Context: an optimization exercise on an open-source flow, tuned for small area and few clock cycles per item. The choices shown serve that exercise and are no tape-out recipe.
In this exercise RTL edits were held to simulation tests only and were not proved equivalent to the original.

red:
## cordic_pipe
module cordic_pipe #(
    parameter int unsigned DATA_WIDTH  = 16,
    parameter int unsigned ANGLE_WIDTH = 32,
    parameter int unsigned ITERATIONS  = 16,
    parameter int unsigned GUARD_BITS  = 2,
    parameter int unsigned TAG_WIDTH   = 8
) (
    input  logic                    i_clk,
    input  logic                    i_resetn,
    input  logic                    i_valid,
    output logic                    o_inReady,
    input  logic                    i_mode,
    input  logic [DATA_WIDTH-1:0]   i_xIn,
    input  logic [DATA_WIDTH-1:0]   i_yIn,
    input  logic [ANGLE_WIDTH-1:0]  i_angle,
    input  logic [TAG_WIDTH-1:0]    i_tag,
    output logic                    o_valid,
    input  logic                    i_outReady,
    output logic [DATA_WIDTH+1:0]   o_xOut,
    output logic [DATA_WIDTH+1:0]   o_yOut,
    output logic [ANGLE_WIDTH-1:0]  o_zOut,
    output logic [TAG_WIDTH-1:0]    o_tag,
  ...
==> flow/config.mk <==
export PLATFORM = sky130hd
export DESIGN_NAME = cordic_pipe
export DESIGN_NICKNAME = cordic_pipe
export VERILOG_FILES = /design/flow/design.v
export SDC_FILE = /design/flow/constraint.sdc
export NUM_CORES = 4
export LEC_CHECK = 0
export CAP_MARGIN = 20
export CORE_MARGIN = 2
export CORE_UTILIZATION = 65
export CTS_BUF_LIST = sky130_fd_sc_hd__clkbuf_16
export CTS_CLUSTER_DIAMETER = 120
export CTS_CLUSTER_SIZE = 22
export GPL_ROUTABILITY_DRIVEN = 0
export GPL_TIMING_DRIVEN = 0
export SLEW_MARGIN = 20
==> flow/constraint.sdc <==
create_clock -name core_clock -period 5.0 [get_ports {i_clk}]
set_input_delay 1.0000 -clock core_clock [delete_from_list [all_inputs] [get_ports {i_clk}]]
set_output_delay 1.0000 -clock core_clock [all_outputs]
set_load 0.01 [all_outputs]
run.sh (not shown) runs the stock make flow with config.mk's settings and CLKGATE_MAP_FILE= SYNTH_SCRIPT=/design/flow/synth_recipe.tcl, a recipe that flattens the netlist after the stock synthesis.
Testbench counts of red, summed over its fixed seeds: cycles 8,128, items 8,000.
The following lists how green was set up differently from red:
# red
export LEC_CHECK = 0
export CAP_MARGIN = 20
export CORE_MARGIN = 2
export CORE_UTILIZATION = 65
export CTS_BUF_LIST = sky130_fd_sc_hd__clkbuf_16
export CTS_CLUSTER_DIAMETER = 120
export CTS_CLUSTER_SIZE = 22
export GPL_ROUTABILITY_DRIVEN = 0
export GPL_TIMING_DRIVEN = 0
export SLEW_MARGIN = 20
create_clock -name core_clock -period 5.0 [get_ports {i_clk}]
# green
export LEC_CHECK = 0
export CAP_MARGIN = 20
export CORE_MARGIN = 2
export CORE_UTILIZATION = 40
export SLEW_MARGIN = 20
create_clock -name core_clock -period 5.0 [get_ports {i_clk}]
[summary]
- green gives less aggregate global-route resource usage than red did.
- green ends up with a first-pass GRT wire length that is 2.6% higher than in red.
- First-iteration DRC count (red / green): 1.4
- green vs. red: core area shows an increase of 82000 µm², routed wire length saw an increase, non-clock buffer count went up.

========
Starting RTL as in the previous note.
Settings: LEC_CHECK=0, CAP_MARGIN=20, CORE_MARGIN=2, CORE_UTILIZATION=75, CTS_BUF_LIST=sky130_fd_sc_hd__clkbuf_4 sky130_fd_sc_hd__clkbuf_8, CTS_CLUSTER_SIZE=30, SLEW_MARGIN=20; clock period 5.0 ns.
The starting point finished clean.
Testbench counts at the start, summed over its fixed seeds: cycles 8,128, items 8,000.
Rerun with:
- CORE_UTILIZATION: 75 -> 65
- CTS_BUF_LIST: sky130_fd_sc_hd__clkbuf_4 sky130_fd_sc_hd__clkbuf_8 -> sky130_fd_sc_hd__clkbuf_16
- CTS_CLUSTER_DIAMETER: unset -> 150
- GPL_ROUTABILITY_DRIVEN: unset -> 0
- GPL_TIMING_DRIVEN: unset -> 0
- The new run completed without violations
- non-clock buffer count shrinks by 155
- routed wire length came out lower by roughly a tenth
- cell area goes down by a few percent
Rerun with:
- CORE_UTILIZATION: 65 -> 60
- CTS_BUF_LIST: sky130_fd_sc_hd__clkbuf_16 -> unset
- CTS_CLUSTER_DIAMETER: 150 -> unset
- CTS_CLUSTER_SIZE: 30 -> unset
- GPL_ROUTABILITY_DRIVEN: 0 -> unset
- GPL_TIMING_DRIVEN: 0 -> unset
What happened: First-iteration DRC count went up slightly; wire length went up by a few percent; worst setup slack improves by 0.099 ns; register-to-register slack improves by 0.13 ns; cell count went up by a few percent.

==> what the ideal ports hide <==
No port has a modelled driver above. Below, the same layouts with a new extraction and two added sets of constraints. Step 1: set_driving_cell puts a clkbuf_16 on i_clk and a buf_2 on each other input, an assumption about the parent block. Step 2, shift: input delay + t, output delay - t, t = (earliest + latest rising clock arrival at the registers) / 2. This alone moves slack from input paths to output paths. Three values: ideal ports, drivers, drivers and shift; two values: the first two.
run	shift t [ns]	setup slack, ns	hold WS [ns]	clock arrival spread, ns	slew at the worst register clock pin (ns)
red	0.758	0.156 / 0.180 / -0.545	0.413 / 0.413 / 0.413	0.035 / 0.034	0.10 / 0.10
green	0.883	0.218 / 0.281 / -0.602	0.414 / 0.414 / 0.414	0.050 / 0.050	0.07 / 0.07
the first run of note 2	0.971	0.157 / 0.208 / -0.763	0.404 / 0.404 / 0.404	0.057 / 0.058	0.08 / 0.08
the second run of note 2	0.754	0.115 / 0.159 / -0.596	0.423 / 0.423 / 0.423	0.049 / 0.049	0.12 / 0.12
the third run of note 2	0.849	0.214 / 0.272 / -0.577	0.409 / 0.409 / 0.409	0.044 / 0.044	0.07 / 0.07
With both steps, setup timing fails in every run listed, where it was met with ideal ports. For the first run of note 2, which loses most, drivers alone change the setup slack by +0.051 ns; drivers and shift together by -0.920 ns.
